From an optimization exercise on the open Yosys and OpenROAD flow, aimed at small area; shortcuts taken in it are not production practice.
The RTL was checked by simulation tests, not by an equivalence proof against the original design.
Power figures rest on the tool's default switching activity, not on a simulated workload. The flow treats the clock pin as an ideal source, which a real chip does not have.

Design counter_delay_line, start of the top module:
module counter_delay_line #(
  parameter int WIDTH = 32,
  parameter int DEPTH = 64,
  parameter int TAP_A = 19,
  parameter int TAP_B = 41,
  parameter int TAP_C = 48,
  parameter int BSWAP = 1
) (
  input  logic                       CLK,
  input  logic                       RST,
  input  logic                       en,
  input  logic                       flush,
  input  logic                       in_valid,
  input  logic [WIDTH-1:0]           counter_in,
  output logic [WIDTH-1:0]           tap_a,
  output logic                       tap_a_valid,
  output logic [WIDTH-1:0]           tap_b,
  output logic                       tap_b_valid,
  output logic [WIDTH-1:0]           tap_c,
  output logic                       tap_c_valid,
  output logic [WIDTH-1:0]           counter_out,
  output logic                       out_valid,
  output logic [$clog2(DEPTH+1)-1:0] occupancy
);
  localparam int OCC_W = $clog2(DEPTH+1);
  logic [WIDTH-1:0] data_p [DEPTH];
  logic [DEPTH-1:0] vld_p;
  logic [OCC_W-1:0] occ_p;
  logic [WIDTH-1:0] stage0_word;
  generate
    if (BSWAP != 0) begin : g_bswap
      for (genvar i = 0; i < WIDTH/8; i++) begin : g_byte
        assign stage0_word[8*i +: 8] = counter_in[WIDTH-8-8*i +: 8];
      end
    end else begin : g_pass
      assign stage0_word = counter_in;
    end
  endgenerate
  logic [WIDTH-1:0] en_w, hold_w;
  assign en_w   = {WIDTH{en}};
  assign hold_w = {WIDTH{~(en | flush | RST)}};
  always_ff @(posedge CLK) begin
    data_p[0] <= (stage0_word & en_w) | (data_p[0] & hold_w);
  ...
Size in the first run: ~4300 cells after synthesis, about 180 I/O pins, about 61000 um^2 of cells after synthesis.
==> flow/config.mk <==
export PLATFORM = sky130hd
export DESIGN_NAME = counter_delay_line
export DESIGN_NICKNAME = counter_delay_line
export VERILOG_FILES = /design/flow/design.v
export SDC_FILE = /design/flow/constraint.sdc
export NUM_CORES = 4
export LEC_CHECK = 0
export ABC_AREA = 1
export CAP_MARGIN = 10
export CORE_MARGIN = 2
export CORE_UTILIZATION = 75
export SLEW_MARGIN = 10
==> flow/constraint.sdc <==
create_clock -name core_clock -period 5.0 [get_ports {CLK}]
set_input_delay 1.0000 -clock core_clock [delete_from_list [all_inputs] [get_ports {CLK}]]
set_output_delay 1.0000 -clock core_clock [all_outputs]
set_load 0.01 [all_outputs]
standard.sh (not shown) runs the stock make flow with config.mk's settings and CLKGATE_MAP_FILE= SYNTH_SCRIPT=/design/flow/synth_recipe.tcl, a recipe that flattens the netlist after the stock synthesis.
==> flow/flow/run.sh <==
#!/bin/bash
# Own flow: the standard synthesis, then the data chain's next-state logic
# remapped to one a22o per flip-flop (remap.py), then the standard layout
# with smaller port buffers and a clock tree without dummy loads.
set -euo pipefail
R=orfs/results/${FLOW_PLATFORM}/counter_delay_line/base
bash standard.sh synth > synth.log 2>&1
cp $R/1_2_yosys.v $R/1_2_yosys.std.v
python3 flow/remap.py $R/1_2_yosys.std.v $R/1_2_yosys.v > remap.log 2>&1
touch $R/1_2_yosys.v
bash standard.sh \
  "BUFFER_PORTS_ARGS=-inputs -outputs -buffer_cell sky130_fd_sc_hd__buf_1" \
  "CTS_ARGS=-sink_clustering_enable -repair_clock_nets -dont_use_dummy_load -sink_clustering_size 34 -sink_clustering_max_diameter 70" \
  finish > layout.log 2>&1
==> flow/flow/remap.py <==
#!/usr/bin/env python3
"""Rewrite the data chain's next-state logic in a synthesized netlist.

Each data flip-flop data_p[k][b] gets D = (en & src) | (hold & Q), one a22o cell,
where src is data_p[k-1][b] (or the byte-swapped counter_in bit for stage 0) and
hold = ~(en | flush | RST), one shared nor3 cell. This is the RTL's own function;
the flip-flops (names, cells) are untouched. The valid bits get the same form with adv = en & ~flush & ~RST in place of en.
Comb cells left without a load are
then removed.
usage: remap.py in.v out.v
"""
import re
import sys

src_text = open(sys.argv[1]).read()
m = re.search(r"^module .*?;\n(.*)^endmodule", src_text, re.S | re.M)
head = src_text[: m.start(1)]
body = m.group(1)

# Split the body into declarations/assigns and cell instances.
inst_re = re.compile(r"^  (\S+) (\S+(?: )?)\s*\(\n(.*?)\n  \);\n", re.S | re.M)
pin_re = re.compile(r"\.(\w+)\(([^()]*)\)")
insts = []
rest = []
pos = 0
for im in inst_re.finditer(body):
    rest.append(body[pos : im.start()])
    pos = im.end()
    pins = {p: n.strip() for p, n in pin_re.findall(im.group(3))}
    insts.append([im.group(1), im.group(2).strip(), pins])
rest.append(body[pos:])
decl = "".join(rest)

OUT_PINS = {"X", "Y", "Q", "Q_N", "SUM", "COUT", "HI", "LO"}
flop_re = re.compile(r"^\\data_p\[(\d+)\]\[(\d+)\]\$_DFF_P_$")
flops = {}
for c in insts:
    fm = flop_re.match(c[1])
    if fm:
        assert c[0] == "sky130_fd_sc_hd__dfxtp_1", c
        flops[(int(fm.group(1)), int(fm.group(2)))] = c
depth = 1 + max(k for k, _ in flops)
width = 1 + max(b for _, b in flops)
assert len(flops) == depth * width, (len(flops), depth, width)
vflop_re = re.compile(r"^\\vld_p\[(\d+)\]\$_SDFFE_PP0P_$")
vflops = {}
for c in insts:
    fm = vflop_re.match(c[1])
    if fm:
        assert c[0] == "sky130_fd_sc_hd__dfxtp_1", c
        vflops[int(fm.group(1))] = c
assert len(vflops) == depth, len(vflops)

def esc(n):
    # An escaped identifier ends at white space.
    return n + " " if n.startswith("\\") else n


new_wires = ["hold_n", "adv"]
new_cells = [
    "  sky130_fd_sc_hd__nor3_1 remap_hold (\n    .A(en),\n    .B(flush),\n    .C(RST),\n    .Y(hold_n)\n  );\n",
    "  sky130_fd_sc_hd__nor3b_1 remap_adv (\n    .A(flush),\n    .B(RST),\n    .C_N(en),\n    .Y(adv)\n  );\n",
]
# Valid bits: D = (adv & prev) | (hold_n & Q), adv = en & ~flush & ~RST.
for k, c in sorted(vflops.items()):
    src = "in_valid" if k == 0 else vflops[k - 1][2]["Q"]
    d = "remap_v_%d" % k
    new_wires.append(d)
    c[2]["D"] = d
    new_cells.append(
        "  sky130_fd_sc_hd__a22o_1 remap_vmux_%d (\n    .A1(adv),\n    .A2(%s),\n    .B1(hold_n),\n    .B2(%s),\n    .X(%s)\n  );\n"
        % (k, esc(src), esc(c[2]["Q"]), d)
    )
for (k, b), c in sorted(flops.items()):
    if k == 0:
        i, j = divmod(b, 8)
        src = "counter_in[%d]" % (width - 8 - 8 * i + j)
    else:
        src = flops[(k - 1, b)][2]["Q"]
    d = "remap_d_%d_%d" % (k, b)
    new_wires.append(d)
    c[2]["D"] = d
    new_cells.append(
        "  sky130_fd_sc_hd__a22o_1 remap_mux_%d_%d (\n    .A1(en),\n    .A2(%s),\n    .B1(hold_n),\n    .B2(%s),\n    .X(%s)\n  );\n"
        % (k, b, esc(src), esc(c[2]["Q"]), d)
    )

# Remove comb cells whose outputs drive nothing (iterate to a fixed point).
ports = set(re.findall(r"^  output (?:\[\d+:\d+\] )?(\S+);", decl, re.M))


def base(net):
    return re.sub(r"\s*\[\d+\]$", "", net.strip()) if not net.startswith("\\") else net


assign_src = " ".join(re.findall(r"^  assign .*$", decl, re.M))
extra_readers = []
for nc in new_cells:
    for p, n in pin_re.findall(nc):
        if p not in OUT_PINS:
            extra_readers.append(n.strip())
removed = 0
while True:
    readers = {}
    for c in insts:
        for p, n in c[2].items():
            if p not in OUT_PINS:
                readers[n] = readers.get(n, 0) + 1
    for n in extra_readers:
        readers[n] = readers.get(n, 0) + 1
    keep = []
    for c in insts:
        if c[0].startswith("sky130_fd_sc_hd__df"):
            keep.append(c)
            continue
        outs = [n for p, n in c[2].items() if p in OUT_PINS]
        used = False
        for n in outs:
            if n in readers:
                used = True
            nb = n.split("[")[0].strip()
            if nb in ports or n in ports:
                used = True
            if n.replace("\\", "").strip() in assign_src or n in assign_src:
                used = True
        if used:
            keep.append(c)
        else:
            removed += 1
    if len(keep) == len(insts):
        break
    insts = keep


def fmt(c):
    pins = ",\n".join("    .%s(%s)" % (p, esc(n)) for p, n in c[2].items())
    return "  %s %s (\n%s\n  );\n" % (c[0], c[1] if not c[1].startswith("\\") else c[1] + " ", pins)


out = head + decl.rstrip("\n") + "\n" + "".join("  wire %s;\n" % w for w in new_wires)
out += "".join(fmt(c) for c in insts) + "".join(new_cells) + "endmodule\n"
open(sys.argv[2], "w").write(out)
print("remap: %d+%d flops rewired, %d cells removed" % (len(flops), len(vflops), removed), file=sys.stderr)
Change:
--- a/flow/flow/run.sh
+++ b/flow/flow/run.sh
@@ -13 +13 @@
-  "CTS_ARGS=-sink_clustering_enable -repair_clock_nets -dont_use_dummy_load -sink_clustering_size 34 -sink_clustering_max_diameter 70" \
+  "CTS_ARGS=-sink_clustering_enable -repair_clock_nets -dont_use_dummy_load -sink_clustering_size 30 -sink_clustering_max_diameter 70" \
- CAP_MARGIN: 10 -> 20
- CORE_UTILIZATION: 75 -> 65
- SLEW_MARGIN: 10 -> 20
Result: Die area is higher by about a fifth; synthesized cell count is unchanged; setup slack gains 100 ps; design area climbs slightly; non-clock buffer count goes up by 30; power climbs by a few percent; core utilization drops by 9.9 points.
Change:
--- a/flow/flow/run.sh
+++ b/flow/flow/run.sh
@@ -13 +13 @@
-  "CTS_ARGS=-sink_clustering_enable -repair_clock_nets -dont_use_dummy_load -sink_clustering_size 30 -sink_clustering_max_diameter 70" \
+  "CTS_ARGS=-sink_clustering_enable -repair_clock_nets -dont_use_dummy_load -sink_clustering_size 26 -sink_clustering_max_diameter 70" \
--- a/flow/flow/remap.py
+++ b/flow/flow/remap.py
@@ -7,2 +7 @@
-the flip-flops (names, cells) are untouched. The valid bits get the same form with adv = en & ~flush & ~RST in place of en.
-Comb cells left without a load are
+the flip-flops (names, cells) are untouched. Comb cells left without a load are
@@ -45,8 +43,0 @@
-vflop_re = re.compile(r"^\\vld_p\[(\d+)\]\$_SDFFE_PP0P_$")
-vflops = {}
-for c in insts:
-    fm = vflop_re.match(c[1])
-    if fm:
-        assert c[0] == "sky130_fd_sc_hd__dfxtp_1", c
-        vflops[int(fm.group(1))] = c
-assert len(vflops) == depth, len(vflops)
@@ -59 +50 @@
-new_wires = ["hold_n", "adv"]
+new_wires = ["hold_n"]
@@ -61,2 +52 @@
-    "  sky130_fd_sc_hd__nor3_1 remap_hold (\n    .A(en),\n    .B(flush),\n    .C(RST),\n    .Y(hold_n)\n  );\n",
-    "  sky130_fd_sc_hd__nor3b_1 remap_adv (\n    .A(flush),\n    .B(RST),\n    .C_N(en),\n    .Y(adv)\n  );\n",
+    "  sky130_fd_sc_hd__nor3_1 remap_hold (\n    .A(en),\n    .B(flush),\n    .C(RST),\n    .Y(hold_n)\n  );\n"
@@ -64,10 +53,0 @@
-# Valid bits: D = (adv & prev) | (hold_n & Q), adv = en & ~flush & ~RST.
-for k, c in sorted(vflops.items()):
-    src = "in_valid" if k == 0 else vflops[k - 1][2]["Q"]
-    d = "remap_v_%d" % k
-    new_wires.append(d)
-    c[2]["D"] = d
-    new_cells.append(
-        "  sky130_fd_sc_hd__a22o_1 remap_vmux_%d (\n    .A1(adv),\n    .A2(%s),\n    .B1(hold_n),\n    .B2(%s),\n    .X(%s)\n  );\n"
-        % (k, esc(src), esc(c[2]["Q"]), d)
-    )
@@ -143 +123 @@
-print("remap: %d+%d flops rewired, %d cells removed" % (len(flops), len(vflops), removed), file=sys.stderr)
+print("remap: %d flops rewired, %d cells removed" % (len(flops), removed), file=sys.stderr)
Outcome:
- design area rose slightly
- global-route usage barely changes
- first-iteration DRC count increases by a few percent
- wire length shrinks slightly
Change:
--- a/flow/flow/run.sh
+++ b/flow/flow/run.sh
@@ -13 +13 @@
-  "CTS_ARGS=-sink_clustering_enable -repair_clock_nets -dont_use_dummy_load -sink_clustering_size 26 -sink_clustering_max_diameter 70" \
+  "CTS_ARGS=-sink_clustering_enable -repair_clock_nets -dont_use_dummy_load -sink_clustering_size 34 -sink_clustering_max_diameter 70" \
--- a/flow/flow/remap.py
+++ b/flow/flow/remap.py
@@ -7 +7,2 @@
-the flip-flops (names, cells) are untouched. Comb cells left without a load are
+the flip-flops (names, cells) are untouched. The valid bits get the same form with adv = en & ~flush & ~RST in place of en.
+Comb cells left without a load are
@@ -43,0 +45,8 @@
+vflop_re = re.compile(r"^\\vld_p\[(\d+)\]\$_SDFFE_PP0P_$")
+vflops = {}
+for c in insts:
+    fm = vflop_re.match(c[1])
+    if fm:
+        assert c[0] == "sky130_fd_sc_hd__dfxtp_1", c
+        vflops[int(fm.group(1))] = c
+assert len(vflops) == depth, len(vflops)
@@ -50 +59 @@
-new_wires = ["hold_n"]
+new_wires = ["hold_n", "adv"]
@@ -52 +61,2 @@
-    "  sky130_fd_sc_hd__nor3_1 remap_hold (\n    .A(en),\n    .B(flush),\n    .C(RST),\n    .Y(hold_n)\n  );\n"
+    "  sky130_fd_sc_hd__nor3_1 remap_hold (\n    .A(en),\n    .B(flush),\n    .C(RST),\n    .Y(hold_n)\n  );\n",
+    "  sky130_fd_sc_hd__nor3b_1 remap_adv (\n    .A(flush),\n    .B(RST),\n    .C_N(en),\n    .Y(adv)\n  );\n",
@@ -53,0 +64,10 @@
+# Valid bits: D = (adv & prev) | (hold_n & Q), adv = en & ~flush & ~RST.
+for k, c in sorted(vflops.items()):
+    src = "in_valid" if k == 0 else vflops[k - 1][2]["Q"]
+    d = "remap_v_%d" % k
+    new_wires.append(d)
+    c[2]["D"] = d
+    new_cells.append(
+        "  sky130_fd_sc_hd__a22o_1 remap_vmux_%d (\n    .A1(adv),\n    .A2(%s),\n    .B1(hold_n),\n    .B2(%s),\n    .X(%s)\n  );\n"
+        % (k, esc(src), esc(c[2]["Q"]), d)
+    )
@@ -123 +143 @@
-print("remap: %d flops rewired, %d cells removed" % (len(flops), removed), file=sys.stderr)
+print("remap: %d+%d flops rewired, %d cells removed" % (len(flops), len(vflops), removed), file=sys.stderr)
- CORE_UTILIZATION: 65 -> 70
=>
- The new run produced a clean layout
- die area came out lower by a little under a tenth
- worst setup slack got worse by 47 ps
- wire length came out lower slightly
- count of clock-buffer cells in the layout came out lower by 22
- synthesized cell count came out lower slightly
- combinational power came out lower by a few percent
- global-route usage came out higher by 1.3 points
- hold slack got worse by 22 ps

[separate check: timing with driven ports]
How much do the figures lean on ideal ports? The routed layouts below were timed once more, with nothing changed but the port constraints. Step 1, drivers: a clkbuf_16 drives CLK and a buf_2 each remaining input, both assumed. Step 2 moves the port delays by t, midway between the first and last clock arrival at a register: inputs arrive t later, outputs are due t later. That takes back most of the time a late clock gives input paths. Three values: no drivers, after step 1, after step 2; two values: the first two.
| run | t (ns) | slack for setup (ns) | worst data-port slew with drivers (ns) | cell pins on the clock port's net |
|---|---|---|---|---|
| the first run | 0.702 | 2.322 / 2.359 / 1.657 | 0.06 | 1 |
| the second run | 0.722 | 2.423 / 2.464 / 1.743 | 0.05 | 1 |
| the third run | 0.722 | 2.348 / 2.392 / 1.670 | 0.05 | 1 |
| the fourth run | 0.697 | 2.301 / 2.353 / 1.656 | 0.05 | 1 |
After both steps every run listed still meets setup and hold. The setup slack of the second run, which loses most, moves by +0.041 ns with the drivers and by -0.680 ns with both steps.
